Context: an optimization exercise on an open-source flow, tuned for small area. The choices shown serve that exercise and are no tape-out recipe.
The RTL was checked by simulation tests, not by an equivalence proof against the original design.
Power figures rest on the tool's default switching activity, not on a simulated workload.

--- run.sh ---
#!/bin/bash
# synth_recipe.tcl (not shown) runs the flow's synth.tcl, then flattens the netlist and writes it again
# the make line also repeats each setting of config.mk as NAME=value (left out here)
make -C /OpenROAD-flow-scripts/flow DESIGN_CONFIG=/design/flow/config.mk WORK_HOME=/design/flow/orfs CLKGATE_MAP_FILE= SYNTH_SCRIPT=/design/flow/synth_recipe.tcl finish
--- config.mk ---
export PLATFORM = sky130hd
export DESIGN_NAME = proc_core
export DESIGN_NICKNAME = proc_core
export VERILOG_FILES = /design/flow/design.v
export SDC_FILE = /design/flow/constraint.sdc
export NUM_CORES = 4
export LEC_CHECK = 0
export CAP_MARGIN = 20
export CORE_MARGIN = 2
export CORE_UTILIZATION = 60
export CTS_CLUSTER_DIAMETER = 100
export CTS_CLUSTER_SIZE = 24
export PLACE_DENSITY = 0.75
export SLEW_MARGIN = 20
export SYNTH_HIERARCHICAL = 1
--- constraint.sdc ---
create_clock -name core_clock -period 6.3 [get_ports {clk}]
set_input_delay 1.2600 -clock core_clock [delete_from_list [all_inputs] [get_ports {clk}]]
set_output_delay 1.2600 -clock core_clock [all_outputs]
set_load 0.01 [all_outputs]
--- design.v ---
package core_pkg;
    localparam int OPND_W = 8;
    localparam int PSUM_W = 32;
    typedef logic signed [OPND_W-1:0] opnd_t;
    typedef logic signed [PSUM_W-1:0] psum_t;
endpackage
package ctrl_pkg;
    typedef enum logic [1:0] {
        EXEC_IDLE,
        EXEC_ACC,
        EXEC_TAIL,
        EXEC_DONE
    } exec_state_t;
    typedef enum logic [1:0] {
        STORE_IDLE,
        STORE_POP,
        STORE_FINISH
    } store_state_t;
endpackage
`timescale 1ns/1ns
module operand_buf #(
    parameter int WIDTH = 32,
    parameter int DEPTH = 16
) (
    input  logic             clk,
    input  logic             rst_n,
    input  logic             i_valid,
    input  logic [WIDTH-1:0] i_data,
    input  logic             i_last,
    output logic             o_load_done,
    input  logic [DEPTH-1:0] i_rd_sel,
    output logic [WIDTH-1:0] o_rd_data
);
    logic [WIDTH-1:0] mem [DEPTH];
    logic [3:0]       wr_addr;
    always_ff @(posedge clk) begin
        if (!rst_n) begin
            wr_addr     <= '0;
            o_load_done <= 1'b0;
        end else begin
            o_load_done <= i_valid & i_last;
            if (i_valid) begin
                wr_addr <= i_last ? 4'd0 : wr_addr + 4'd1;
            end
        end
    end
    always_ff @(posedge clk) begin
        if (i_valid) begin
            mem[wr_addr] <= i_data;
        end
    end
    logic [WIDTH-1:0] rd_mux;
    always_comb begin
        rd_mux = '0;
        for (int i = 0; i < DEPTH; i++) begin
            rd_mux = rd_mux | (mem[i] & {WIDTH{i_rd_sel[i]}});
        end
    end
    always_ff @(posedge clk) begin
        o_rd_data <= rd_mux;
    end
endmodule
`timescale 1ns/1ns
module exec_ctrl (
    input  logic        clk,
    input  logic        rst_n,
    input  logic        i_exec_start,
    input  logic [7:0]  i_depth,
    output logic [15:0] o_rd_sel,
    output logic        o_acc_en,
    output logic        o_exec_done
);
    ctrl_pkg::exec_state_t state;
    logic [15:0]           ksel;    
    logic [15:0]           kfirst;
    logic [15:0]           rsel;
    logic [1:0]            tail;
    always_comb begin
        for (int i = 0; i < 16; i++) begin
            kfirst[i] = (i_depth == 8'(i + 1));
        end
        kfirst[0]  = kfirst[0] | (i_depth == 8'd0);
        kfirst[15] = kfirst[15] | (i_depth > 8'd16);
    end
    assign rsel        = i_exec_start ? kfirst : ksel;
    assign o_rd_sel    = rst_n ? rsel : 16'd0;
    assign o_exec_done = (state == ctrl_pkg::EXEC_DONE);
    always_ff @(posedge clk) begin
        if (!rst_n) begin
            state <= ctrl_pkg::EXEC_IDLE;
            ksel     <= '0;
            tail     <= '0;
            o_acc_en <= 1'b0;
        end else begin
            ksel     <= rsel >> 1;
            o_acc_en <= |rsel;
            case (state)
                ctrl_pkg::EXEC_ACC: begin
                    tail <= '0;
                    if (ksel[0]) state <= ctrl_pkg::EXEC_TAIL;
                end
                ctrl_pkg::EXEC_TAIL: begin
                    tail <= tail + 2'd1;
                    if (tail == 2'd3) state <= ctrl_pkg::EXEC_DONE;
                end
                default: begin
                    if (i_exec_start) begin
                        state <= kfirst[0] ? ctrl_pkg::EXEC_TAIL : ctrl_pkg::EXEC_ACC;
                    end else begin
                        state <= ctrl_pkg::EXEC_IDLE;
                    end
                    tail <= '0;
                end
            endcase
        end
    end
endmodule
`timescale 1ns/1ns
module mac_fa (
    input  logic a,
    input  logic b,
    input  logic c,
    output logic s,
    output logic co
);
    assign s  = a ^ b ^ c;
    assign co = (a & b) | (c & (a ^ b));
endmodule
module mac_ha (
    input  logic a,
    input  logic b,
    output logic s,
    output logic co
);
    assign s  = a ^ b;
    assign co = a & b;
endmodule
module mac_cell (
    input  logic        clk,
    input  logic        i_clr,
    input  logic        en,
    input  logic [7:0]  x,
    input  logic [7:0]  xn,
    input  logic [7:0]  y,
    input  logic [7:0]  yn,
    output logic [31:0] o_acc
);
    logic [15:0] lo;
    logic [15:0] hi;
    logic        inc;      
    logic        dec;      
    logic        cr;       
    logic        hcr;      
    logic p1;
    assign p1 = ~(xn[0] | yn[0]);
    logic p2;
    assign p2 = ~(xn[0] | yn[1]);
    logic p3;
    assign p3 = ~(xn[0] | yn[2]);
    logic p4;
    assign p4 = ~(xn[0] | yn[3]);
    logic p5;
    assign p5 = ~(xn[0] | yn[4]);
    logic p6;
    assign p6 = ~(xn[0] | yn[5]);
    logic p7;
    assign p7 = ~(xn[0] | yn[6]);
    logic p8;
    assign p8 = en & ~(x[0] & y[7]);
    logic p9;
    assign p9 = ~(xn[1] | yn[0]);
    logic p10;
    assign p10 = ~(xn[1] | yn[1]);
    logic p11;
    assign p11 = ~(xn[1] | yn[2]);
    logic p12;
    assign p12 = ~(xn[1] | yn[3]);
    logic p13;
    assign p13 = ~(xn[1] | yn[4]);
    logic p14;
    assign p14 = ~(xn[1] | yn[5]);
    logic p15;
    assign p15 = ~(xn[1] | yn[6]);
    logic p16;
    assign p16 = en & ~(x[1] & y[7]);
    logic p17;
    assign p17 = ~(xn[2] | yn[0]);
    logic p18;
    assign p18 = ~(xn[2] | yn[1]);
    logic p19;
    assign p19 = ~(xn[2] | yn[2]);
    logic p20;
    assign p20 = ~(xn[2] | yn[3]);
    logic p21;
    assign p21 = ~(xn[2] | yn[4]);
    logic p22;
    assign p22 = ~(xn[2] | yn[5]);
    logic p23;
    assign p23 = ~(xn[2] | yn[6]);
    logic p24;
    assign p24 = en & ~(x[2] & y[7]);
    logic p25;
    assign p25 = ~(xn[3] | yn[0]);
    logic p26;
    assign p26 = ~(xn[3] | yn[1]);
    logic p27;
    assign p27 = ~(xn[3] | yn[2]);
    logic p28;
    assign p28 = ~(xn[3] | yn[3]);
    logic p29;
    assign p29 = ~(xn[3] | yn[4]);
    logic p30;
    assign p30 = ~(xn[3] | yn[5]);
    logic p31;
    assign p31 = ~(xn[3] | yn[6]);
    logic p32;
    assign p32 = en & ~(x[3] & y[7]);
    logic p33;
    assign p33 = ~(xn[4] | yn[0]);
    logic p34;
    assign p34 = ~(xn[4] | yn[1]);
    logic p35;
    assign p35 = ~(xn[4] | yn[2]);
    logic p36;
    assign p36 = ~(xn[4] | yn[3]);
    logic p37;
    assign p37 = ~(xn[4] | yn[4]);
    logic p38;
    assign p38 = ~(xn[4] | yn[5]);
    logic p39;
    assign p39 = ~(xn[4] | yn[6]);
    logic p40;
    assign p40 = en & ~(x[4] & y[7]);
    logic p41;
    assign p41 = ~(xn[5] | yn[0]);
    logic p42;
    assign p42 = ~(xn[5] | yn[1]);
    logic p43;
    assign p43 = ~(xn[5] | yn[2]);
    logic p44;
    assign p44 = ~(xn[5] | yn[3]);
    logic p45;
    assign p45 = ~(xn[5] | yn[4]);
    logic p46;
    assign p46 = ~(xn[5] | yn[5]);
    logic p47;
    assign p47 = ~(xn[5] | yn[6]);
    logic p48;
    assign p48 = en & ~(x[5] & y[7]);
    logic p49;
    assign p49 = ~(xn[6] | yn[0]);
    logic p50;
    assign p50 = ~(xn[6] | yn[1]);
    logic p51;
    assign p51 = ~(xn[6] | yn[2]);
    logic p52;
    assign p52 = ~(xn[6] | yn[3]);
    logic p53;
    assign p53 = ~(xn[6] | yn[4]);
    logic p54;
    assign p54 = ~(xn[6] | yn[5]);
    logic p55;
    assign p55 = ~(xn[6] | yn[6]);
    logic p56;
    assign p56 = en & ~(x[6] & y[7]);
    logic p57;
    assign p57 = en & ~(x[7] & y[0]);
    logic p58;
    assign p58 = en & ~(x[7] & y[1]);
    logic p59;
    assign p59 = en & ~(x[7] & y[2]);
    logic p60;
    assign p60 = en & ~(x[7] & y[3]);
    logic p61;
    assign p61 = en & ~(x[7] & y[4]);
    logic p62;
    assign p62 = en & ~(x[7] & y[5]);
    logic p63;
    assign p63 = en & ~(x[7] & y[6]);
    logic p64;
    assign p64 = ~(xn[7] | yn[7]);
    logic s65;
    logic c66;
    mac_fa u_fa1 (.a(lo[1]), .b(p2), .c(p9), .s(s65), .co(c66));
    logic s67;
    logic c68;
    mac_fa u_fa2 (.a(lo[2]), .b(p3), .c(p10), .s(s67), .co(c68));
    logic s69;
    logic c70;
    mac_fa u_fa3 (.a(p17), .b(c66), .c(s67), .s(s69), .co(c70));
    logic s71;
    logic c72;
    mac_fa u_fa4 (.a(lo[3]), .b(p4), .c(p11), .s(s71), .co(c72));
    logic s73;
    logic c74;
    mac_fa u_fa5 (.a(p18), .b(p25), .c(c68), .s(s73), .co(c74));
    logic s75;
    logic c76;
    mac_fa u_fa6 (.a(s71), .b(s73), .c(c70), .s(s75), .co(c76));
    logic s77;
    logic c78;
    mac_fa u_fa7 (.a(lo[4]), .b(p5), .c(p12), .s(s77), .co(c78));
    logic s79;
    logic c80;
    mac_fa u_fa8 (.a(p19), .b(p26), .c(p33), .s(s79), .co(c80));
    logic s81;
    logic c82;
    mac_fa u_fa9 (.a(c72), .b(s77), .c(s79), .s(s81), .co(c82));
    logic s83;
    logic c84;
    mac_fa u_fa10 (.a(c74), .b(s81), .c(c76), .s(s83), .co(c84));
    logic s85;
    logic c86;
    mac_fa u_fa11 (.a(lo[5]), .b(p6), .c(p13), .s(s85), .co(c86));
    logic s87;
    logic c88;
    mac_fa u_fa12 (.a(p20), .b(p27), .c(p34), .s(s87), .co(c88));
    logic s89;
    logic c90;
    mac_fa u_fa13 (.a(p41), .b(c78), .c(c80), .s(s89), .co(c90));
    logic s91;
    logic c92;
    mac_fa u_fa14 (.a(s85), .b(s87), .c(c82), .s(s91), .co(c92));
    logic s93;
    logic c94;
    mac_fa u_fa15 (.a(s89), .b(s91), .c(c84), .s(s93), .co(c94));
    logic s95;
    logic c96;
    mac_fa u_fa16 (.a(lo[6]), .b(p7), .c(p14), .s(s95), .co(c96));
    logic s97;
    logic c98;
    mac_fa u_fa17 (.a(p21), .b(p28), .c(p35), .s(s97), .co(c98));
    logic s99;
    logic c100;
    mac_fa u_fa18 (.a(p42), .b(p49), .c(c86), .s(s99), .co(c100));
    logic s101;
    logic c102;
    mac_fa u_fa19 (.a(c88), .b(s95), .c(s97), .s(s101), .co(c102));
    logic s103;
    logic c104;
    mac_fa u_fa20 (.a(s99), .b(c90), .c(s101), .s(s103), .co(c104));
    logic s105;
    logic c106;
    mac_fa u_fa21 (.a(c92), .b(s103), .c(c94), .s(s105), .co(c106));
    logic s107;
    logic c108;
    mac_fa u_fa22 (.a(lo[7]), .b(p8), .c(p15), .s(s107), .co(c108));
    logic s109;
    logic c110;
    mac_fa u_fa23 (.a(p22), .b(p29), .c(p36), .s(s109), .co(c110));
    logic s111;
    logic c112;
    mac_fa u_fa24 (.a(p43), .b(p50), .c(p57), .s(s111), .co(c112));
    logic s113;
    logic c114;
    mac_fa u_fa25 (.a(c96), .b(c98), .c(s107), .s(s113), .co(c114));
    logic s115;
    logic c116;
    mac_fa u_fa26 (.a(s109), .b(s111), .c(c100), .s(s115), .co(c116));
    logic s117;
    logic c118;
    mac_fa u_fa27 (.a(c102), .b(s113), .c(s115), .s(s117), .co(c118));
    logic s119;
    logic c120;
    mac_fa u_fa28 (.a(c104), .b(s117), .c(c106), .s(s119), .co(c120));
    logic s121;
    logic c122;
    mac_fa u_fa29 (.a(lo[8]), .b(en), .c(p16), .s(s121), .co(c122));
    logic s123;
    logic c124;
    mac_fa u_fa30 (.a(p23), .b(p30), .c(p37), .s(s123), .co(c124));
    logic s125;
    logic c126;
    mac_fa u_fa31 (.a(p44), .b(p51), .c(p58), .s(s125), .co(c126));
    logic s127;
    logic c128;
    mac_fa u_fa32 (.a(s121), .b(c108), .c(c110), .s(s127), .co(c128));
    logic s129;
    logic c130;
    mac_fa u_fa33 (.a(c112), .b(s123), .c(s125), .s(s129), .co(c130));
    logic s131;
    logic c132;
    mac_fa u_fa34 (.a(c114), .b(s127), .c(s129), .s(s131), .co(c132));
    logic s133;
    logic c134;
    mac_fa u_fa35 (.a(c116), .b(s131), .c(c118), .s(s133), .co(c134));
    logic s135;
    logic c136;
    mac_fa u_fa36 (.a(lo[9]), .b(p24), .c(p31), .s(s135), .co(c136));
    logic s137;
    logic c138;
    mac_fa u_fa37 (.a(p38), .b(p45), .c(p52), .s(s137), .co(c138));
    logic s139;
    logic c140;
    mac_fa u_fa38 (.a(p59), .b(c122), .c(c124), .s(s139), .co(c140));
    logic s141;
    logic c142;
    mac_fa u_fa39 (.a(c126), .b(s135), .c(s137), .s(s141), .co(c142));
    logic s143;
    logic c144;
    mac_fa u_fa40 (.a(c128), .b(s139), .c(c130), .s(s143), .co(c144));
    logic s145;
    logic c146;
    mac_fa u_fa41 (.a(s141), .b(c132), .c(s143), .s(s145), .co(c146));
    logic s147;
    logic c148;
    mac_fa u_fa42 (.a(lo[10]), .b(p32), .c(p39), .s(s147), .co(c148));
    logic s149;
    logic c150;
    mac_fa u_fa43 (.a(p46), .b(p53), .c(p60), .s(s149), .co(c150));
    logic s151;
    logic c152;
    mac_fa u_fa44 (.a(c136), .b(c138), .c(s147), .s(s151), .co(c152));
    logic s153;
    logic c154;
    mac_fa u_fa45 (.a(s149), .b(c140), .c(c142), .s(s153), .co(c154));
    logic s155;
    logic c156;
    mac_fa u_fa46 (.a(s151), .b(c144), .c(s153), .s(s155), .co(c156));
    logic s157;
    logic c158;
    mac_fa u_fa47 (.a(lo[11]), .b(p40), .c(p47), .s(s157), .co(c158));
    logic s159;
    logic c160;
    mac_fa u_fa48 (.a(p54), .b(p61), .c(c148), .s(s159), .co(c160));
    logic s161;
    logic c162;
    mac_fa u_fa49 (.a(c150), .b(s157), .c(s159), .s(s161), .co(c162));
    logic s163;
    logic c164;
    mac_fa u_fa50 (.a(c152), .b(s161), .c(c154), .s(s163), .co(c164));
    logic s165;
    logic c166;
    mac_fa u_fa51 (.a(lo[12]), .b(p48), .c(p55), .s(s165), .co(c166));
    logic s167;
    logic c168;
    mac_fa u_fa52 (.a(p62), .b(c158), .c(s165), .s(s167), .co(c168));
    logic s169;
    logic c170;
    mac_fa u_fa53 (.a(c160), .b(s167), .c(c162), .s(s169), .co(c170));
    logic s171;
    logic c172;
    mac_fa u_fa54 (.a(lo[13]), .b(p56), .c(p63), .s(s171), .co(c172));
    logic s173;
    logic c174;
    mac_fa u_fa55 (.a(c166), .b(s171), .c(c168), .s(s173), .co(c174));
    logic s175;
    logic c176;
    mac_fa u_fa56 (.a(lo[14]), .b(p64), .c(c172), .s(s175), .co(c176));
    logic s177;
    logic c178;
    mac_fa u_fa57 (.a(lo[15]), .b(en), .c(c176), .s(s177), .co(c178));
    logic [15:0] lo_nx;
    logic [16:0] rc;
    mac_ha u_rha1 (.a(lo[0]), .b(p1), .s(lo_nx[0]), .co(rc[1]));
    mac_ha u_rha2 (.a(s65), .b(rc[1]), .s(lo_nx[1]), .co(rc[2]));
    mac_ha u_rha3 (.a(s69), .b(rc[2]), .s(lo_nx[2]), .co(rc[3]));
    mac_ha u_rha4 (.a(s75), .b(rc[3]), .s(lo_nx[3]), .co(rc[4]));
    mac_ha u_rha5 (.a(s83), .b(rc[4]), .s(lo_nx[4]), .co(rc[5]));
    mac_ha u_rha6 (.a(s93), .b(rc[5]), .s(lo_nx[5]), .co(rc[6]));
    mac_ha u_rha7 (.a(s105), .b(rc[6]), .s(lo_nx[6]), .co(rc[7]));
    mac_ha u_rha8 (.a(s119), .b(rc[7]), .s(lo_nx[7]), .co(rc[8]));
    mac_fa u_rfa9 (.a(s133), .b(c120), .c(rc[8]), .s(lo_nx[8]), .co(rc[9]));
    mac_fa u_rfa10 (.a(s145), .b(c134), .c(rc[9]), .s(lo_nx[9]), .co(rc[10]));
    mac_fa u_rfa11 (.a(c146), .b(s155), .c(rc[10]), .s(lo_nx[10]), .co(rc[11]));
    mac_fa u_rfa12 (.a(c156), .b(s163), .c(cr), .s(lo_nx[11]), .co(rc[12]));
    mac_fa u_rfa13 (.a(s169), .b(c164), .c(rc[12]), .s(lo_nx[12]), .co(rc[13]));
    mac_fa u_rfa14 (.a(s173), .b(c170), .c(rc[13]), .s(lo_nx[13]), .co(rc[14]));
    mac_fa u_rfa15 (.a(s175), .b(c174), .c(rc[14]), .s(lo_nx[14]), .co(rc[15]));
    mac_ha u_rha16 (.a(s177), .b(rc[15]), .s(lo_nx[15]), .co(rc[16]));
    assign rc[0] = 1'b0;
    logic c16_two, c16_one, c16_none;
    assign c16_two  = c178 & rc[16];
    assign c16_one  = c178 ^ rc[16];
    assign c16_none = ~(c178 | rc[16]);
    logic [15:0] hi_nx;
    logic [16:0] hc;
    mac_fa u_rfa17 (.a(hi[0]), .b(dec), .c(inc), .s(hi_nx[0]), .co(hc[1]));
    mac_fa u_rfa18 (.a(hi[1]), .b(dec), .c(hc[1]), .s(hi_nx[1]), .co(hc[2]));
    mac_fa u_rfa19 (.a(hi[2]), .b(dec), .c(hc[2]), .s(hi_nx[2]), .co(hc[3]));
    mac_fa u_rfa20 (.a(hi[3]), .b(dec), .c(hc[3]), .s(hi_nx[3]), .co(hc[4]));
    mac_fa u_rfa21 (.a(hi[4]), .b(dec), .c(hc[4]), .s(hi_nx[4]), .co(hc[5]));
    mac_fa u_rfa22 (.a(hi[5]), .b(dec), .c(hc[5]), .s(hi_nx[5]), .co(hc[6]));
    mac_fa u_rfa23 (.a(hi[6]), .b(dec), .c(hc[6]), .s(hi_nx[6]), .co(hc[7]));
    mac_fa u_rfa24 (.a(hi[7]), .b(dec), .c(hc[7]), .s(hi_nx[7]), .co(hc[8]));
    mac_fa u_rfa25 (.a(hi[8]), .b(dec), .c(hcr), .s(hi_nx[8]), .co(hc[9]));
    mac_fa u_rfa26 (.a(hi[9]), .b(dec), .c(hc[9]), .s(hi_nx[9]), .co(hc[10]));
    mac_fa u_rfa27 (.a(hi[10]), .b(dec), .c(hc[10]), .s(hi_nx[10]), .co(hc[11]));
    mac_fa u_rfa28 (.a(hi[11]), .b(dec), .c(hc[11]), .s(hi_nx[11]), .co(hc[12]));
    mac_fa u_rfa29 (.a(hi[12]), .b(dec), .c(hc[12]), .s(hi_nx[12]), .co(hc[13]));
    mac_fa u_rfa30 (.a(hi[13]), .b(dec), .c(hc[13]), .s(hi_nx[13]), .co(hc[14]));
    mac_fa u_rfa31 (.a(hi[14]), .b(dec), .c(hc[14]), .s(hi_nx[14]), .co(hc[15]));
    mac_fa u_rfa32 (.a(hi[15]), .b(dec), .c(hc[15]), .s(hi_nx[15]), .co(hc[16]));
    assign hc[0] = 1'b0;
    always_ff @(posedge clk) begin
        if (i_clr) begin
            lo  <= '0;
            hi  <= '0;
            inc <= 1'b0;
            dec <= 1'b0;
            cr  <= 1'b0;
            hcr <= 1'b0;
        end else begin
            lo  <= lo_nx;
            hi  <= hi_nx;
            inc <= en ? c16_two : c16_one;
            dec <= en & c16_none;
            cr  <= rc[11];
            hcr <= hc[8];
        end
    end
    assign o_acc = {hi, lo};
endmodule
module mac_array #(
    parameter int ROWS = 4,
    parameter int COLS = 4
) (
    input  logic                             clk,
    input  logic                             rst_n,
    input  logic                             i_clr,
    input  logic                             i_acc_en,
    input  logic [ROWS*core_pkg::OPND_W-1:0] i_x,
    input  logic [COLS*core_pkg::OPND_W-1:0] i_y,
    output logic [ROWS-1:0][COLS*core_pkg::PSUM_W-1:0] o_acc
);
    for (genvar r = 0; r < ROWS; r++) begin : g_row
        for (genvar c = 0; c < COLS; c++) begin : g_col
            mac_cell u_cell (
                .clk  (clk),
                .i_clr(~rst_n | i_clr),
                .en   (i_acc_en),
                .x    (i_x[8*r +: 8]),
                .xn   (~i_x[8*r +: 8]),
                .y    (i_y[8*c +: 8]),
                .yn   (~i_y[8*c +: 8]),
                .o_acc(o_acc[r][32*c +: 32])
            );
        end
    end
endmodule
`timescale 1ns/1ns
module sync_fifo #(
    parameter int WIDTH = 128,
    parameter int DEPTH = 8
) (
    input  logic                  clk,
    input  logic                  rst_n,
    input  logic                  i_exec_start,
    input  logic [3:0][WIDTH-1:0] i_acc,
    input  logic                  i_wr,
    input  logic                  i_rd,
    output logic [WIDTH-1:0]      o_dout,
    output logic                  o_last,
    output logic                  o_empty,
    output logic                  o_full
);
    logic [3:0][WIDTH-1:0] slot [3];
    logic [3:0]            count;
    logic [1:0]            hd_word;    
    logic [1:0]            hd_id;      
    logic [1:0]            hd_slot;    
    logic [1:0]            acc_id;     
    logic [1:0]            acc_slot;   
    logic [1:0]            hd_word_nx, hd_id_nx, hd_slot_nx, acc_id_nx, acc_slot_nx;
    logic [3:0][3:0]       sel;        
    logic [3:0][3:0]       sel_nx;
    logic                  do_rd;
    assign do_rd   = i_rd & ~o_empty;
    assign o_empty = (count == 4'd0);
    assign o_full  = count[3];
    assign o_last  = (hd_word == 2'd3);
    always_comb begin
        hd_word_nx  = hd_word;
        hd_id_nx    = hd_id;
        hd_slot_nx  = hd_slot;
        acc_id_nx   = acc_id;
        acc_slot_nx = acc_slot;
        if (do_rd) begin
            hd_word_nx = hd_word + 2'd1;
            if (hd_word == 2'd3) begin
                hd_id_nx   = hd_id + 2'd1;
                hd_slot_nx = (hd_slot == 2'd2) ? 2'd0 : hd_slot + 2'd1;
            end
        end
        if (i_exec_start) begin
            acc_id_nx   = acc_id + 2'd1;
            acc_slot_nx = (acc_slot == 2'd2) ? 2'd0 : acc_slot + 2'd1;
        end
        for (int s = 0; s < 4; s++) begin
            for (int w = 0; w < 4; w++) begin
                if (s == 3) begin
                    sel_nx[s][w] = (hd_id_nx == acc_id_nx) && (hd_word_nx == 2'(w));
                end else begin
                    sel_nx[s][w] = (hd_id_nx != acc_id_nx) && (hd_slot_nx == 2'(s)) && (hd_word_nx == 2'(w));
                end
            end
        end
    end
    always_ff @(posedge clk) begin
        if (!rst_n) begin
            count    <= '0;
            hd_word  <= '0;
            hd_id    <= '0;
            hd_slot  <= '0;
            acc_id   <= 2'd3;
            acc_slot <= 2'd2;
            sel      <= '0;
        end else begin
            count    <= count + 4'(i_wr) - 4'(do_rd);
            hd_word  <= hd_word_nx;
            hd_id    <= hd_id_nx;
            hd_slot  <= hd_slot_nx;
            acc_id   <= acc_id_nx;
            acc_slot <= acc_slot_nx;
            sel      <= sel_nx;
        end
    end
    always_ff @(posedge clk) begin
        if (i_exec_start) begin
            slot[acc_slot] <= i_acc;
        end
    end
    always_comb begin
        o_dout = '0;
        for (int w = 0; w < 4; w++) begin
            for (int s = 0; s < 3; s++) begin
                o_dout = o_dout | (slot[s][w] & {WIDTH{sel[s][w]}});
            end
            o_dout = o_dout | (i_acc[w] & {WIDTH{sel[3][w]}});
        end
    end
endmodule
`timescale 1ns/1ns
module store_ctrl (
    input  logic clk,
    input  logic rst_n,
    input  logic i_store_start,
    input  logic i_out_full,
    output logic o_out_wr,
    output logic o_store_done
);
    ctrl_pkg::store_state_t state;
    logic [1:0]             word;
    assign o_out_wr     = (state == ctrl_pkg::STORE_POP) & ~i_out_full;
    assign o_store_done = (state == ctrl_pkg::STORE_FINISH);
    always_ff @(posedge clk) begin
        if (!rst_n) begin
            state <= ctrl_pkg::STORE_IDLE;
            word  <= '0;
        end else begin
            case (state)
                ctrl_pkg::STORE_IDLE: begin
                    if (i_store_start) begin
                        state <= ctrl_pkg::STORE_POP;
                        word  <= '0;
                    end
                end
                ctrl_pkg::STORE_POP: begin
                    if (o_out_wr) begin
                        word <= word + 2'd1;
                        if (word == 2'd3) state <= ctrl_pkg::STORE_FINISH;
                    end
                end
                default: state <= ctrl_pkg::STORE_IDLE;
            endcase
        end
    end
endmodule
`timescale 1ns/1ns
module proc_core #(
    parameter int TAPU_NUM       = 2,
    parameter int ROWS           = 2,
    parameter int COLS           = 4,
    parameter int BUF_DEPTH      = 16,
    parameter int RES_FIFO_DEPTH = 4,
    parameter int OUT_FIFO_DEPTH = 8
) (
    input  logic                              clk,
    input  logic                              rst_n,
    input  logic                              i_x_valid,
    output logic                              o_x_ready,
    input  logic [TAPU_NUM*ROWS*core_pkg::OPND_W-1:0]   i_x_data,
    input  logic                              i_x_last,
    input  logic                              i_y_valid,
    output logic                              o_y_ready,
    input  logic [COLS*core_pkg::OPND_W-1:0]            i_y_data,
    input  logic                              i_y_last,
    output logic                              o_loadx_done,
    output logic                              o_loady_done,
    input  logic                              i_exec_start,
    input  logic                              i_psu_clr,
    input  logic [7:0]                        i_depth,
    output logic                              o_exec_done,
    input  logic                              i_store_start,
    output logic                              o_store_done,
    output logic                              o_m_valid,
    input  logic                              i_m_ready,
    output logic [COLS*core_pkg::PSUM_W-1:0]            o_m_data,
    output logic                              o_m_last
);
    localparam int NROW  = TAPU_NUM * ROWS;
    localparam int X_W   = NROW * core_pkg::OPND_W;
    localparam int Y_W   = COLS * core_pkg::OPND_W;
    localparam int RES_W = COLS * core_pkg::PSUM_W;
    logic [X_W-1:0]             x_rd_data;
    logic [Y_W-1:0]             y_rd_data;
    logic [BUF_DEPTH-1:0]       rd_sel;
    logic                       acc_en;
    logic [NROW-1:0][RES_W-1:0] acc;
    logic                       out_full;
    logic                       out_empty;
    logic                       out_wr;
    assign o_x_ready = 1'b1;
    assign o_y_ready = 1'b1;
    operand_buf #(
        .WIDTH(X_W),
        .DEPTH(BUF_DEPTH)
    ) x_buf (
        .clk        (clk),
        .rst_n      (rst_n),
        .i_valid    (i_x_valid),
        .i_data     (i_x_data),
        .i_last     (i_x_last),
        .o_load_done(o_loadx_done),
        .i_rd_sel   (rd_sel),
        .o_rd_data  (x_rd_data)
    );
    operand_buf #(
        .WIDTH(Y_W),
        .DEPTH(BUF_DEPTH)
    ) y_buf (
        .clk        (clk),
        .rst_n      (rst_n),
        .i_valid    (i_y_valid),
        .i_data     (i_y_data),
        .i_last     (i_y_last),
        .o_load_done(o_loady_done),
        .i_rd_sel   (rd_sel),
        .o_rd_data  (y_rd_data)
    );
    exec_ctrl u_exec_ctrl (
        .clk         (clk),
        .rst_n       (rst_n),
        .i_exec_start(i_exec_start),
        .i_depth     (i_depth),
        .o_rd_sel    (rd_sel),
        .o_acc_en    (acc_en),
        .o_exec_done (o_exec_done)
    );
    mac_array #(
        .ROWS(NROW),
        .COLS(COLS)
    ) u_mac (
        .clk     (clk),
        .rst_n   (rst_n),
        .i_clr   (i_exec_start & i_psu_clr),
        .i_acc_en(acc_en),
        .i_x     (x_rd_data),
        .i_y     (y_rd_data),
        .o_acc   (acc)
    );
    store_ctrl u_store_ctrl (
        .clk          (clk),
        .rst_n        (rst_n),
        .i_store_start(i_store_start),
        .i_out_full   (out_full),
        .o_out_wr     (out_wr),
        .o_store_done (o_store_done)
    );
    sync_fifo #(
        .WIDTH(RES_W),
        .DEPTH(OUT_FIFO_DEPTH)
    ) u_out_fifo (
        .clk         (clk),
        .rst_n       (rst_n),
        .i_exec_start(i_exec_start),
        .i_acc       (acc),
        .i_wr        (out_wr),
        .i_rd        (i_m_ready),
        .o_dout      (o_m_data),
        .o_last      (o_m_last),
        .o_empty     (out_empty),
        .o_full      (out_full)
    );
    assign o_m_valid = ~out_empty;
endmodule
==> results of run 1 <==
[per-module statistics from Yosys, one instance, submodules excluded, excerpt]
module / area [sq um] / flip-flops and latches / copies in the design
mac_ha: 12.5 / 0 / 144
mac_fa: 20.0 / 0 / 1280
mac_cell: 1310 / 36 / 16
store_ctrl: 198 / 4 / 1
exec_ctrl: 1060 / 20 / 1
proc_core: 28.8 / 0 / 1
[metrics by stage]
step                      setup slack, ns  utilization  instances
after floorplan                     -8.48            -       8895
after global placement              0.472        0.634      12204
after detailed placement            0.415        0.634      12204
after CTS                           0.410        0.654      12500
after global routing                0.160        0.654      12502
final                               0.319        0.654      12512
[synth_stat cells, types with 3 or more instances]
master / instances / area (sq um)
a21boi_0: 81 / 608
a21boi_1: 114 / 856
a21boi_2: 32 / 360
a21oi_1: 14 / 70.1
a221oi_1: 764 / 6690
a221oi_2: 5 / 75.1
a22o_1: 764 / 6690
a22o_2: 4 / 40.0
a31oi_1: 6 / 37.5
and2_1: 54 / 338
and3_1: 15 / 93.8
and3_2: 4 / 30.0
buf_1: 25 / 93.8
buf_2: 54 / 270
buf_4: 6 / 45.0
buf_6: 65 / 732
clkbuf_1: 250 / 938
dfxtp_1: 704 / 14100
edfxtp_1: 2560 / 76900
fa_1: 1281 / 25600
ha_1: 195 / 2440
inv_1: 130 / 488
mux2i_1: 18 / 180
nand2_1: 35 / 131
nand2b_1: 9 / 56.3
nand3_1: 10 / 50.1
nand3b_1: 6 / 45.0
nand4_1: 193 / 1210
nor2_1: 853 / 3200
nor2b_1: 555 / 3470
nor3_1: 17 / 85.1
nor3b_1: 6 / 45.0
nor4_1: 4 / 25.0
o21ai_0: 10 / 50.1
o22ai_1: 11 / 68.8
o32a_1: 3 / 30.0
xnor2_1: 6 / 52.6
xor2_1: 4 / 35.0
[where the power goes]
group	switching, W	internal, W	total (W)
Clock	0.00688	0.00506	0.0119
Combinational	0.00513	0.00417	0.00929
Sequential	0.00183	0.0248	0.0266
Total	0.0138	0.0340	0.0479
[state kept, by name (all words and copies together), names as in the netlist, 4 cells and up]
name,count
u_mac.g_row.g_col.u_cell.dec,16
u_mac.g_row.g_col.u_cell.hi,256
u_exec_ctrl.ksel,15
u_mac.g_row.g_col.u_cell.lo,256
u_mac.g_row.g_col.u_cell.cr,16
x_buf.wr_addr,4
u_mac.g_row.g_col.u_cell.inc,16
x_buf.mem,512
u_out_fifo.slot,1536
u_out_fifo.count,4
u_mac.g_row.g_col.u_cell.hcr,16
x_buf.o_rd_data,32
y_buf.mem,512
y_buf.o_rd_data,32
y_buf.wr_addr,4
u_out_fifo.sel,16
[metal layers]
metal | part of all wire | wire length [um]
met4 | 0.045 | 18200
met3 | 0.11 | 46300
met5 | 0.00051 | 207
met2 | 0.47 | 189000
met1 | 0.37 | 151000
[worst max-delay path by stage]
stage	start	endpoint	slack [ns]
global route	y_buf.o_rd_data[14]	u_mac.g_row[0].g_col[1].u_cell.inc	0.16
finish	y_buf.o_rd_data[14]	u_mac.g_row[0].g_col[1].u_cell.inc	0.32
CTS	u_exec_ctrl.o_acc_en	u_mac.g_row[2].g_col[2].u_cell.inc	0.41
global placement	u_exec_ctrl.o_acc_en	u_mac.g_row[2].g_col[2].u_cell.inc	0.47
detailed placement	u_exec_ctrl.o_acc_en	u_mac.g_row[2].g_col[2].u_cell.inc	0.42
floorplan	i_exec_start	u_out_fifo.slot[0][0]	-8.48
[kinds of logic (layout without fill, tap and decap cells)]
kind of cell,count (synthesis),after routing
muxes,20,20
xor gates and xnor gates,10,10
other,1,13
adders and majority gates,1476,1476
and+or+nand+nor,1775,1775
buffers and inverters,532,936
DFF,3264,3264
AOI/OAI and AO/OA,1816,1816
[layout make-up]
cell class | count | area (sq um)
antenna | 11 | 27.5
clock buffer | 265 | 4490
clock inverter | 31 | 485
fill | 16360 | 84000
inverter | 131 | 497
multi-input combinational | 5099 | 53100
sequential | 3264 | 91000
tap | 3202 | 4010
timing repair buffer | 509 | 5380
[worst reg2reg max path: stages, from the launching register on]
cell	delay (ns)
dfxtp_1	0.65
inv_1	0.47
buf_4	0.31
nor2_1	0.14
fa_1	0.46
fa_1	0.44
fa_1	0.46
fa_1	0.43
fa_1	0.45
fa_1	0.45
fa_1	0.51
fa_1	0.44
ha_1	0.22
inv_1	0.06
ha_1	0.22
mux2i_1	0.13
nor2_1	0.05
==> impl_metrics.env, run 1 <==
export IMPL_status="no timing/DRC/antenna violations"
export IMPL_final_antenna_net_count=0
export IMPL_cap_viol_max_count=0
export IMPL_synth_mux_area_frac=0.00138
export IMPL_start_util=0.603
export IMPL_hold_slack_ns=0.422
export IMPL_rrSetupSlack_ns=0.32
export IMPL_hold_depth=1
export IMPL_crit_buf_inv=3
export IMPL_hold_path_class="reg2reg"
export IMPL_grt_max_degree=106
export IMPL_r2r_end="u_mac.g_row[0].g_col[1].u_cell.inc"
export IMPL_ys_types=60
export IMPL_clkTransAtPathRegs_ns=0.09
export IMPL_grtUsageMet1=0.456
export IMPL_critPathMaxFanout=14
export IMPL_routed_wl_um=405000
export IMPL_cts_buffers=161
export IMPL_crit_path_top_delay_cell="dfxtp_1"
export IMPL_crit_path_cell_trace="inv_1 -> buf_4 -> nor2_1 -> fa_1 -> fa_1 -> fa_1 -> fa_1 -> fa_1 -> fa_1 -> fa_1 -> fa_1 -> ha_1 -> inv_1 -> ha_1 -> mux2i_1 -> nor2_1"
export IMPL_ios=218
export IMPL_post_route_cells_drive_above_1_share=0.0668
export IMPL_slew_violations=0
export IMPL_synth_edf_count=2560
export IMPL_synth_flop_cell="edfxtp_1"
export IMPL_yosys_area_share_xor_xnor=0.000598
export IMPL_critPathMaxStageDelay_ns=0.65
export IMPL_clock_sinks=3264
export IMPL_gp_congestion=0.960
export IMPL_hold_violations=0
export IMPL_cts_path_max_buffers=3
export IMPL_rows=181
export IMPL_die_area_sq_mm=0.248
export IMPL_htreeDepth=4
export IMPL_die_h_um=498
export IMPL_io_buffers=215
export IMPL_layout_nets=10724
export IMPL_finalCritPeriodShare=0.949
export IMPL_drtIter0Drc=10743
export IMPL_viasPerCell=6.82
export IMPL_cts_tree="built"
export IMPL_min_to="u_exec_ctrl.tail[0]"
export IMPL_worst_path_stages=16
export IMPL_ir_worst_vdd_mv=0.228
export IMPL_gr_usage_met2=0.508
export IMPL_ys_ff_latch=3264
export IMPL_wl_per_cell_um=32.4
export IMPL_netlist_instances=8894
export IMPL_maxSlewHeadroom=0.220
export IMPL_ys_warn_count=11
export IMPL_crit_family="adder cells"
export IMPL_netlist_area_sq_mm=0.147
export IMPL_start_kind="register"
export IMPL_fin_tns_setup_ns=0
export IMPL_synth_top_family_by_area="adder cells"
export IMPL_vias=85288
export IMPL_area_growth_pct=8.52
export IMPL_die_x_um=498
export IMPL_r2r_start="y_buf.o_rd_data[14]"
export IMPL_p_per_area_mw_per_mm2=301
export IMPL_cp_required_ns=7.08
export IMPL_clock_fmax_ghz=0.167
export IMPL_finalClockSkew_ns=0.0620
export IMPL_cts_resized=0
export IMPL_cts_root_buf="clkbuf_16"
export IMPL_synth_adder_area_share=0.192
export IMPL_grt_pass1_vias=87567
export IMPL_async_reset_ff_frac=0
export IMPL_synth_compound_area_frac=0.107
export IMPL_endpoint_kind="register"
export IMPL_firstDrtPassIters=9
export IMPL_grt_overflow=0
export IMPL_gr_max_usage_layer="met2"
export IMPL_stdcell_area_sq_mm=0.159
export IMPL_reg2reg_depth=16
export IMPL_syn_area_per_cell_sq_um=16.5
export IMPL_core_region_area_sq_mm=0.243
export IMPL_final_cell_mix="edfxtp_1 (2560), fa_1 (1281), nor2_1 (849)"
export IMPL_grt_pass1_wl_um=597000
export IMPL_final_common_cell="edfxtp_1"
export IMPL_rsz0062_at_grt="false"
export IMPL_period_needed_ns=5.98
export IMPL_setup_violations=0
export IMPL_track_usage=0.328
export IMPL_synth_seq_area_share=0.621
export IMPL_cpMostUsedCell="fa_1"
export IMPL_placed_area_sq_mm=0.154
export IMPL_path_class="reg2reg"
export IMPL_drc=0
export IMPL_antenna_found_initial=39
export IMPL_met3_usage=0.0777
export IMPL_synth_simple_gate_area_share=0.0609
export IMPL_power_w=0.0479
export IMPL_clock_latency_ns=0.91
export IMPL_post_cts_buffers=0
export IMPL_min_delay_start="u_exec_ctrl.tail[0]"
export IMPL_cts_hold_buffers=0
export IMPL_worstMarginPinSlew_ns=1.16
export IMPL_p_leak_nw=58.0
export IMPL_dpl_hpwl_um=256000
export IMPL_cp_data_arrival_time_ns=6.76
==> run 2: changes to the inputs <==
==> flow/run.sh (new file) <==
#!/bin/bash
# The standard layout (standard.sh: the standard flow's synthesis and ORFS flow), with two
# changes: the port buffers are the smallest buffer cell, and clock tree
# synthesis inserts no dummy loads. Each tool's output is kept in
# flow_make.log here, and ORFS's per-step logs under orfs/logs/.
set -euo pipefail
export BUFFER_PORTS_ARGS="-buffer_cell sky130_fd_sc_hd__buf_1"
export CTS_ARGS="-sink_clustering_enable -repair_clock_nets -sink_clustering_size 24 -sink_clustering_max_diameter 100 -dont_use_dummy_load"
bash standard.sh finish > flow_make.log 2>&1
==> standard.sh (new file) <==
#!/bin/bash
# synth_recipe.tcl (not shown) runs the flow's synth.tcl, then flattens the netlist and writes it again
# the make line also repeats each setting of config.mk as NAME=value (left out here)
make -C /OpenROAD-flow-scripts/flow DESIGN_CONFIG=/design/flow/config.mk WORK_HOME=/design/flow/orfs CLKGATE_MAP_FILE= SYNTH_SCRIPT=/design/flow/synth_recipe.tcl "${@:-finish}"
--- a/config.mk
+++ b/config.mk
@@ -8,8 +8,8 @@
 export CAP_MARGIN = 20
 export CORE_MARGIN = 2
-export CORE_UTILIZATION = 60
+export CORE_UTILIZATION = 40
 export CTS_CLUSTER_DIAMETER = 100
 export CTS_CLUSTER_SIZE = 24
-export PLACE_DENSITY = 0.75
+export PLACE_DENSITY = 0.6
 export SLEW_MARGIN = 20
 export SYNTH_HIERARCHICAL = 1
removed: run.sh
==> run 2 against run 1 <==
Net effect: via count down 2.0%; still clean; die area up 50%; maximum frequency up 1.6%; combinational power down 4.1%; largest cell class unchanged; worst setup slack better by 0.094 ns; clock-buffer cell count down 98; critical endpoint is now u_mac.g_row[2].g_col[0].u_cell.dec; sequential cell count unchanged; utilization down 22 points.
==> impl_metrics.env, run 2 <==
export IMPL_status="no timing/DRC/antenna violations"
export IMPL_largestRegisters="u_out_fifo.slot: 1536 flops, x_buf.mem: 512 flops, y_buf.mem: 512 flops"
export IMPL_routed_wl_um=439000
export IMPL_p_int_w=0.0332
export IMPL_regMostFlops="u_out_fifo.slot"
export IMPL_clock_sinks=3264
export IMPL_ys_ff_latch=3264
export IMPL_period_needed_ns=5.89
export IMPL_met2WireLength_um=207000
export IMPL_firstDrtPassIters=5
export IMPL_wl_met1_um=178000
export IMPL_path_class="reg2reg"
export IMPL_final_util=0.435
export IMPL_viasPerCell=5.97
export IMPL_cts_path_max_buffers=4
export IMPL_start_util=0.401
export IMPL_cts_root_buf="clkbuf_16"
export IMPL_cpMostUsedCell="fa_1"
export IMPL_synth_area_leader_cell="edfxtp_1"
export IMPL_post_cts_buffers=0
export IMPL_fin_tns_setup_ns=0
export IMPL_start_kind="register"
export IMPL_layout_nets=10726
export IMPL_worstMarginPinSlew_ns=1.23
export IMPL_cts_buffers=167
export IMPL_synth_seq_area_share=0.621
export IMPL_wl_met3_um=37100
export IMPL_crit_path_top_delay_cell="dfxtp_1"
export IMPL_htreeDepth=4
export IMPL_swShare=0.293
export IMPL_vias=83542
export IMPL_die_area_sq_mm=0.371
export IMPL_cp_data_arrival_time_ns=6.73
export IMPL_syn_area_per_cell_sq_um=16.5
export IMPL_comb_power_share=0.190
export IMPL_ir_worst_vdd_mv=0.262
export IMPL_cts_hold_buffers=0
export IMPL_final_cell_mix="edfxtp_1 (2560), fa_1 (1281), nor2_1 (849)"
export IMPL_hold_violations=0
export IMPL_clock_fmax_ghz=0.170
export IMPL_finalClockSkew_ns=0.129
export IMPL_synth_flop_cell="edfxtp_1"
export IMPL_switching_power_w=0.0138
export IMPL_pwr_share_seq=0.567
export IMPL_largest_register_ffs=1536
export IMPL_cts_tree="built"
export IMPL_die_h_um=609
export IMPL_dpl_hpwl_um=275000
export IMPL_post_route_cells_drive_above_1_share=0.0642
export IMPL_synth_common_cells="edfxtp_1 (2560), fa_1 (1281), nor2_1 (853)"
export IMPL_hold_path_class="reg2reg"
export IMPL_gp_congestion=0.888
export IMPL_netlist_instances=8894
export IMPL_core_region_area_sq_mm=0.365
export IMPL_top_layer="met5"
export IMPL_die_x_um=609
export IMPL_slew_violations=0
export IMPL_synth_top_area_share=0.525
export IMPL_grt_overflow=0
export IMPL_synth_area_leaders="edfxtp_1 (52%), fa_1 (18%), dfxtp_1 (9.6%)"
export IMPL_rows=222
export IMPL_ios=218
export IMPL_maxSlewHeadroom=0.180
export IMPL_p_per_area_mw_per_mm2=296
export IMPL_crit_path_cell_trace="inv_1 -> buf_4 -> nor2_1 -> fa_1 -> fa_1 -> fa_1 -> fa_1 -> fa_1 -> fa_1 -> fa_1 -> fa_1 -> ha_1 -> inv_1 -> ha_1 -> nand2_1 -> nor2_1"
export IMPL_clock_latency_ns=0.96
export IMPL_endpoint_kind="register"
export IMPL_cts_resized=0
export IMPL_antenna_found_initial=50
export IMPL_stdcell_count=13999
export IMPL_synth_edf_count=2560
export IMPL_final_antenna_net_count=0
export IMPL_async_reset_ff_frac=0
export IMPL_grt_pass1_vias=86833
export IMPL_io_buffers=215
export IMPL_grt_max_degree=119
export IMPL_ys_types=60
export IMPL_track_usage=0.234
export IMPL_drtIter0Drc=9045
export IMPL_critPathMaxFanout=14
export IMPL_finalCritPeriodShare=0.934
export IMPL_netlist_area_sq_mm=0.147
export IMPL_clockPowerShare=0.243
export IMPL_grt_pass1_wl_um=635000
export IMPL_area_growth_pct=8.36
export IMPL_setup_violations=0
export IMPL_final_common_cell="edfxtp_1"
export IMPL_rsz0062_at_grt="false"
export IMPL_cap_viol_max_count=0
export IMPL_yosysMostFrequentCell="edfxtp_1"
export IMPL_critPathMaxStageDelay_ns=0.75
export IMPL_drc=0
export IMPL_place_inst=13815
export IMPL_clkTransAtPathRegs_ns=0.09
export IMPL_wl_per_cell_um=31.4
export IMPL_cp_required_ns=7.15
export IMPL_ys_warn_count=11
export IMPL_p_leak_nw=57.1
## run 2: cell counts after synthesis
Identical to the previous run, type by type.
## run 2: power groups by stage
stage          combinational (W)  clock (W)  sequential (W)
2_1_floorplan            0.00571          0          0.0263
3_3_place_gp             0.00870          0          0.0270
3_5_place_dp             0.00892          0          0.0271
4_1_cts                  0.00898     0.0117          0.0266
5_1_grt                  0.00990     0.0123          0.0268
6_report                 0.00891     0.0114          0.0266
## run 2: routing by layer
metal / up-vias / GRT usage
met1: 44673 / 0.320
li1: 34298 / -
met4: 48 / 0.0794
met2: 3854 / 0.377
met5: - / 0
met3: 669 / 0.0446
## run 2: area by class of cell
type	count	area [sq um]
timing repair buffer	505	3890
multi-input combinational	5099	53100
sequential	3264	91000
fill	31919	207000
antenna	17	42.5
inverter	131	497
tap	4816	6030
clock buffer	167	4180
## run 2: Yosys stat by module (local to each module, per instance), a selection
module / times used / flops+latches / cells inside
mac_fa: 1280 / 0 / 1
proc_core: 1 / 0 / 5
mac_cell: 16 / 36 / 146
store_ctrl: 1 / 4 / 22
mac_ha: 144 / 0 / 1
exec_ctrl: 1 / 20 / 130
## run 2: critical path: cells and delay by family, from the launching register on
family                   cells  cell delay [ns]
buffers and inverters        3             0.45
flip-flops                   1             0.75
AND/OR/NAND/NOR              3             0.55
adder cells (fa/ha/maj)     10             3.99
## run 2: worst paths after layout
check	startpoint	endpoint	slack, ns	depth (start not counted)
max	x_buf.o_rd_data[21]	u_mac.g_row[2].g_col[0].u_cell.dec	0.41	16
min	u_exec_ctrl.tail[0]	u_exec_ctrl.tail[0]	0.42	1
max reg2reg	x_buf.o_rd_data[21]	u_mac.g_row[2].g_col[0].u_cell.dec	0.41	16
min reg2reg	u_exec_ctrl.tail[0]	u_exec_ctrl.tail[0]	0.42	1
## run 2: per-stage QoR
step / hold WS, ns / setup slack, ns / instance area, sq um / power, W
6_report: 0.424 / 0.413 / 159000 / 0.0470
5_1_grt: 0.445 / 0.198 / 159000 / 0.0490
4_1_cts: 0.423 / 0.462 / 159000 / 0.0473
3_5_place_dp: 0.413 / 0.459 / 155000 / 0.0360
3_3_place_gp: 0.405 / 0.495 / 155000 / 0.0357
2_1_floorplan: 0.396 / -8.48 / 147000 / 0.0320
## run 2: logic make-up (layout without fill, tap and decap cells)
family          after synthesis  count (layout)  share of synthesized area
flops                      3264            3264                      0.621
other cells                   1              19                  0.0000256
compound gates             1816            1816                      0.107
mux                          20              20                    0.00138
simple gates               1775            1775                     0.0609
fa+ha+maj                  1476            1476                      0.192
xor+xnor                     10              10                   0.000598
buf+inv                     532             803                     0.0177
==> run 3: changes to the inputs <==
--- a/design.v
+++ b/design.v
@@ -140,8 +140,8 @@
     input  logic        i_clr,
     input  logic        en,
-    input  logic [7:0]  x,
     input  logic [7:0]  xn,
-    input  logic [7:0]  y,
     input  logic [7:0]  yn,
+    input  logic [7:0]  gx,
+    input  logic [7:0]  gy,
     output logic [31:0] o_acc
 );
@@ -167,5 +167,5 @@
     assign p7 = ~(xn[0] | yn[6]);
     logic p8;
-    assign p8 = en & ~(x[0] & y[7]);
+    assign p8 = ~(gx[0] & gy[7]);
     logic p9;
     assign p9 = ~(xn[1] | yn[0]);
@@ -183,5 +183,5 @@
     assign p15 = ~(xn[1] | yn[6]);
     logic p16;
-    assign p16 = en & ~(x[1] & y[7]);
+    assign p16 = ~(gx[1] & gy[7]);
     logic p17;
     assign p17 = ~(xn[2] | yn[0]);
@@ -199,5 +199,5 @@
     assign p23 = ~(xn[2] | yn[6]);
     logic p24;
-    assign p24 = en & ~(x[2] & y[7]);
+    assign p24 = ~(gx[2] & gy[7]);
     logic p25;
     assign p25 = ~(xn[3] | yn[0]);
@@ -215,5 +215,5 @@
     assign p31 = ~(xn[3] | yn[6]);
     logic p32;
-    assign p32 = en & ~(x[3] & y[7]);
+    assign p32 = ~(gx[3] & gy[7]);
     logic p33;
     assign p33 = ~(xn[4] | yn[0]);
@@ -231,5 +231,5 @@
     assign p39 = ~(xn[4] | yn[6]);
     logic p40;
-    assign p40 = en & ~(x[4] & y[7]);
+    assign p40 = ~(gx[4] & gy[7]);
     logic p41;
     assign p41 = ~(xn[5] | yn[0]);
@@ -247,5 +247,5 @@
     assign p47 = ~(xn[5] | yn[6]);
     logic p48;
-    assign p48 = en & ~(x[5] & y[7]);
+    assign p48 = ~(gx[5] & gy[7]);
     logic p49;
     assign p49 = ~(xn[6] | yn[0]);
@@ -263,19 +263,19 @@
     assign p55 = ~(xn[6] | yn[6]);
     logic p56;
-    assign p56 = en & ~(x[6] & y[7]);
+    assign p56 = ~(gx[6] & gy[7]);
     logic p57;
-    assign p57 = en & ~(x[7] & y[0]);
+    assign p57 = ~(gx[7] & gy[0]);
     logic p58;
-    assign p58 = en & ~(x[7] & y[1]);
+    assign p58 = ~(gx[7] & gy[1]);
     logic p59;
-    assign p59 = en & ~(x[7] & y[2]);
+    assign p59 = ~(gx[7] & gy[2]);
     logic p60;
-    assign p60 = en & ~(x[7] & y[3]);
+    assign p60 = ~(gx[7] & gy[3]);
     logic p61;
-    assign p61 = en & ~(x[7] & y[4]);
+    assign p61 = ~(gx[7] & gy[4]);
     logic p62;
-    assign p62 = en & ~(x[7] & y[5]);
+    assign p62 = ~(gx[7] & gy[5]);
     logic p63;
-    assign p63 = en & ~(x[7] & y[6]);
+    assign p63 = ~(gx[7] & gy[6]);
     logic p64;
     assign p64 = ~(xn[7] | yn[7]);
@@ -530,8 +530,8 @@
                 .i_clr(~rst_n | i_clr),
                 .en   (i_acc_en),
-                .x    (i_x[8*r +: 8]),
                 .xn   (~i_x[8*r +: 8]),
-                .y    (i_y[8*c +: 8]),
                 .yn   (~i_y[8*c +: 8]),
+                .gx   (i_x[8*r +: 8] | {8{~i_acc_en}}),
+                .gy   (i_y[8*c +: 8] | {8{~i_acc_en}}),
                 .o_acc(o_acc[r][32*c +: 32])
             );
@@ -566,8 +566,9 @@
     logic [3:0][3:0]       sel_nx;
     logic                  do_rd;
+    logic [3:0]            count_nx;
     assign do_rd   = i_rd & ~o_empty;
     assign o_empty = (count == 4'd0);
     assign o_full  = count[3];
-    assign o_last  = (hd_word == 2'd3);
+    assign o_last  = sel[0][3] | sel[1][3] | sel[2][3] | sel[3][3];
     always_comb begin
         hd_word_nx  = hd_word;
@@ -576,4 +577,5 @@
         acc_id_nx   = acc_id;
         acc_slot_nx = acc_slot;
+        count_nx    = count + 4'(i_wr) - 4'(do_rd);
         if (do_rd) begin
             hd_word_nx = hd_word + 2'd1;
@@ -590,7 +592,8 @@
             for (int w = 0; w < 4; w++) begin
                 if (s == 3) begin
-                    sel_nx[s][w] = (hd_id_nx == acc_id_nx) && (hd_word_nx == 2'(w));
+                    sel_nx[s][w] = (count_nx != 4'd0) && (hd_id_nx == acc_id_nx) && (hd_word_nx == 2'(w));
                 end else begin
-                    sel_nx[s][w] = (hd_id_nx != acc_id_nx) && (hd_slot_nx == 2'(s)) && (hd_word_nx == 2'(w));
+                    sel_nx[s][w] = (count_nx != 4'd0) && (hd_id_nx != acc_id_nx) && (hd_slot_nx == 2'(s))
+                                   && (hd_word_nx == 2'(w));
                 end
             end
@@ -607,5 +610,5 @@
             sel      <= '0;
         end else begin
-            count    <= count + 4'(i_wr) - 4'(do_rd);
+            count    <= count_nx;
             hd_word  <= hd_word_nx;
             hd_id    <= hd_id_nx;
==> flow/run.sh (replaced) <==
#!/bin/bash
# The standard layout (standard.sh: the standard flow's synthesis and ORFS flow), with two
# changes: the port buffers are the smallest buffer cell, clock tree
# synthesis inserts no dummy loads, and after global routing gates on paths
# with positive slack are sized down (RECOVER_POWER). Each tool's output is kept in
# flow_make.log here, and ORFS's per-step logs under orfs/logs/.
set -euo pipefail
export BUFFER_PORTS_ARGS="-buffer_cell sky130_fd_sc_hd__buf_1"
export RECOVER_POWER=100
export CTS_ARGS="-sink_clustering_enable -repair_clock_nets -sink_clustering_size 24 -sink_clustering_max_diameter 100 -dont_use_dummy_load"
bash standard.sh finish > flow_make.log 2>&1
--- a/config.mk
+++ b/config.mk
@@ -8,8 +8,8 @@
 export CAP_MARGIN = 20
 export CORE_MARGIN = 2
-export CORE_UTILIZATION = 40
+export CORE_UTILIZATION = 60
 export CTS_CLUSTER_DIAMETER = 100
 export CTS_CLUSTER_SIZE = 24
-export PLACE_DENSITY = 0.6
+export PLACE_DENSITY = 0.75
 export SLEW_MARGIN = 20
 export SYNTH_HIERARCHICAL = 1
==> run 3 against run 2 <==
Net effect: the layout now fails its checks (capacitance limit, slew limit); sequential cell count stayed put; clock power is 4% lower; die area is 33% lower; sequential power hardly changed.
==> impl_metrics.env, run 3 <==
export IMPL_r2r_end="u_mac.g_row[0].g_col[3].u_cell.inc"
export IMPL_cp_data_arrival_time_ns=6.50
export IMPL_critPathMaxStageDelay_ns=2.30
export IMPL_clock_sinks=3264
export IMPL_grt_pass1_vias=87917
export IMPL_comb_power_share=0.225
export IMPL_grt_max_degree=161
export IMPL_switching_power_w=0.0147
export IMPL_netlist_instances=8956
export IMPL_post_route_cells_drive_above_1_share=0.0480
export IMPL_dpl_hpwl_um=257000
export IMPL_p_per_area_mw_per_mm2=314
export IMPL_ys_ff_latch=3264
export IMPL_cp_required_ns=6.73
export IMPL_critPathMaxFanout=64
export IMPL_largest_register_ffs=1536
export IMPL_antenna_found_initial=38
export IMPL_drc=0
export IMPL_crit_family="buffers and inverters"
export IMPL_ys_warn_count=11
export IMPL_cts_path_max_buffers=3
export IMPL_crit_buf_inv=3
export IMPL_synth_edf_count=2560
export IMPL_io_buffers=215
export IMPL_cts_root_buf="clkbuf_16"
export IMPL_cts_hold_buffers=0
export IMPL_die_area_sq_mm=0.248
export IMPL_hold_path_class="reg2reg"
export IMPL_cap_viol_max_count=47
export IMPL_clock_latency_ns=0.87
export IMPL_ios=218
export IMPL_track_usage=0.335
export IMPL_rows=181
export IMPL_path_class="in2reg"
export IMPL_nFillCells=16901
export IMPL_drtIter0Drc=10563
export IMPL_pwr_share_seq=0.552
export IMPL_synth_common_cells="edfxtp_1 (2560), fa_1 (1281), nor2_1 (857)"
export IMPL_status="failed layout checks"
export IMPL_synth_seq_area_share=0.622
export IMPL_r2r_start="u_exec_ctrl.o_acc_en"
export IMPL_failed_checks="capacitance limit, slew limit"
export IMPL_clkTransAtPathRegs_ns=0.09
export IMPL_async_reset_ff_frac=0
export IMPL_core_region_area_sq_mm=0.243
export IMPL_vias=85028
export IMPL_final_common_cell="edfxtp_1"
export IMPL_regMostFlops="u_out_fifo.slot"
export IMPL_grt_pass1_wl_um=604000
export IMPL_largestRegisters="u_out_fifo.slot: 1536 flops, x_buf.mem: 512 flops, y_buf.mem: 512 flops"
export IMPL_htreeDepth=4
export IMPL_worst_path_stages=4
export IMPL_swShare=0.302
export IMPL_layout_nets=10764
export IMPL_worstMarginPinSlew_ns=3.30
export IMPL_die_h_um=498
export IMPL_regArea_sq_mm=0.0910
export IMPL_p_int_w=0.0341
export IMPL_grt_overflow=0
export IMPL_syn_area_per_cell_sq_um=16.3
export IMPL_period_needed_ns=6.07
export IMPL_ir_worst_vdd_mv=0.310
export IMPL_final_antenna_net_count=0
export IMPL_rsz0062_at_grt="false"
export IMPL_finalClockSkew_ns=0.0743
export IMPL_rrSetupSlack_ns=0.33
export IMPL_clock_fmax_ghz=0.165
export IMPL_final_cell_mix="edfxtp_1 (2560), fa_1 (1281), nor2_1 (854)"
export IMPL_endpoint_kind="register"
export IMPL_maxSlewHeadroom=-1.20
export IMPL_cpMostUsedCell="clkbuf_1"
export IMPL_post_cts_buffers=0
export IMPL_routed_wl_um=413000
export IMPL_cts_buffers=159
export IMPL_synth_area_leader_cell="edfxtp_1"
export IMPL_crit_path_top_delay_cell="and3b_1"
export IMPL_hold_slack_ns=0.429
export IMPL_start_kind="primary input"
export IMPL_netlist_area_sq_mm=0.146
export IMPL_wl_per_cell_um=33.3
export IMPL_slew_violations=1654
export IMPL_gp_congestion=0.956
export IMPL_yosysMostFrequentCell="edfxtp_1"
export IMPL_start_util=0.602
export IMPL_power_w=0.0488
export IMPL_firstDrtPassIters=6
export IMPL_hold_depth=1
export IMPL_hold_violations=0
export IMPL_fin_tns_setup_ns=0
export IMPL_min_to="u_exec_ctrl.tail[0]"
export IMPL_min_delay_start="u_exec_ctrl.tail[0]"
export IMPL_viasPerCell=6.85
export IMPL_synth_top_area_share=0.526
export IMPL_die_x_um=498
export IMPL_cts_tree="built"
export IMPL_multi_input_area_sq_mm=0.0526
export IMPL_clockPowerShare=0.224
export IMPL_finalCritPeriodShare=0.963
export IMPL_setup_violations=0
export IMPL_cts_resized=0
export IMPL_synth_area_leaders="edfxtp_1 (53%), fa_1 (18%), dfxtp_1 (9.6%)"
export IMPL_p_leak_nw=56.8
export IMPL_synth_flop_cell="edfxtp_1"
export IMPL_crit_path_cell_trace="clkbuf_1 -> clkbuf_1 -> and3b_1 -> clkbuf_4"
export IMPL_reg2reg_depth=16
export IMPL_ys_types=69
export IMPL_area_growth_pct=6.26
-- run 3: cell types whose count changed in the layout (fill, tap and decap cells not counted), sizes merged, moves of 7 or more --
cell,change
a21boi,-224
and2b,+47
buf,-168
clkbuf,+132
diode,-7
nand2,+225
nand2b,+60
nor2b,-46
-- run 3: cell type report --
cell class,count,share of cell area
diodes,10,0.000161
clock buffers,159,0.0256
inverters,131,0.00320
multi-input cells,5173,0.338
flip-flops and latches,3264,0.586
well taps,3202,0.0258
repair buffers,477,0.0210
-- run 3: worst reg2reg max path: stages (launching register included) --
cell,delay [ns]
dfxtp_4,0.59
buf_4,0.57
nand2b_1,0.30
nand2_1,0.16
fa_1,0.43
fa_1,0.40
fa_1,0.40
fa_1,0.45
fa_1,0.47
fa_1,0.40
fa_1,0.43
fa_1,0.44
ha_1,0.23
inv_1,0.06
ha_1,0.22
mux2i_1,0.14
nor2_1,0.07
-- run 3: worst max-delay path by stage --
stage,start,endpoint
2_1_floorplan,i_exec_start,u_out_fifo.slot[0][0]
3_3_place_gp,u_exec_ctrl.o_acc_en,u_mac.g_row[0].g_col[2].u_cell.inc
3_5_place_dp,u_exec_ctrl.o_acc_en,u_mac.g_row[0].g_col[2].u_cell.inc
4_1_cts,u_exec_ctrl.o_acc_en,u_mac.g_row[0].g_col[2].u_cell.inc
5_1_grt,i_exec_start,u_out_fifo.slot[2][175]
6_report,i_exec_start,u_out_fifo.slot[2][297]
-- run 3: routing by layer --
layer  vias to the layer above  share of wire  global-route usage
li1                      34208              -                   -
met1                     44438           0.36               0.442
met2                      5280           0.47               0.534
met3                      1052           0.11              0.0786
met4                        50          0.056               0.155
met5                         -        0.00097                   0
-- run 3: power groups by stage --
stage | sequential (W) | clock, W | combinational, W
6_report | 0.0269 | 0.0109 | 0.0110
4_1_cts | 0.0269 | 0.0110 | 0.0110
2_1_floorplan | 0.0265 | 0 | 0.00723
5_1_grt | 0.0271 | 0.0116 | 0.0122
3_3_place_gp | 0.0273 | 0 | 0.0106
3_5_place_dp | 0.0274 | 0 | 0.0108
-- run 3: cells by family (layout without fill, tap and decap cells) --
logic type / Yosys count / count (layout) / share of synthesized area
DFF: 3264 / 3264 / 0.622
and+or+nand+nor: 2070 / 2070 / 0.0702
AOI/OAI and AO/OA: 1597 / 1597 / 0.0951
adders and majority gates: 1476 / 1476 / 0.192
buffers and inverters: 520 / 767 / 0.0186
muxes: 18 / 18 / 0.00124
xor gates and xnor gates: 10 / 10 / 0.000599
other: 1 / 12 / 0.0000256
-- run 3: metrics by stage --
stage	area (sq um)	instances	utilization	setup WS, ns
2_1_floorplan	146000	8957	-	-8.44
3_3_place_gp	152000	12246	0.625	0.550
3_5_place_dp	152000	12247	0.625	0.449
4_1_cts	156000	12406	0.642	0.430
5_1_grt	155000	12407	0.640	0.153
6_report	155000	12416	0.640	0.233
-- run 3: Yosys stat by module (local to each module, per instance), excerpt --
| module | copies in the design | cell area [sq um] |
|---|---|---|
| proc_core | 1 | 28.8 |
| store_ctrl | 1 | 198 |
| exec_ctrl | 1 | 1060 |
| mac_ha | 144 | 12.5 |
| mac_cell | 16 | 1260 |
| mac_fa | 1280 | 20.0 |

-- re-timing with driven ports --
The flow's constraints put no driver on any port. The routed layouts listed below were extracted and timed again, unchanged, in two steps. Step 1: set_driving_cell puts a clkbuf_16 on clk and a buf_2 on each other input, an assumption about the parent block. Step 2 adds t to the input delays and takes it off the output delays; t is the mean of the earliest and latest rising clock arrival at the registers after step 1. Input paths then give back, and output paths get back, about the clock's delay inside the block. a / b / c = no drivers / after step 1 / after step 2; a / b = the first two.
| run | shift t [ns] | setup WS [ns] | slew at the worst register clock pin (ns) |
|---|---|---|---|
| run 1 | 0.971 | 0.319 / 0.319 / 0.319 | 0.10 / 0.10 |
| run 2 | 0.985 | 0.413 / 0.413 / 0.413 | 0.11 / 0.11 |
| run 3 | 0.930 | 0.233 / 0.155 / -0.641 | 0.10 / 0.10 |
For run 3, which loses most, drivers alone change the setup slack by -0.078 ns; drivers and shift together by -0.874 ns.
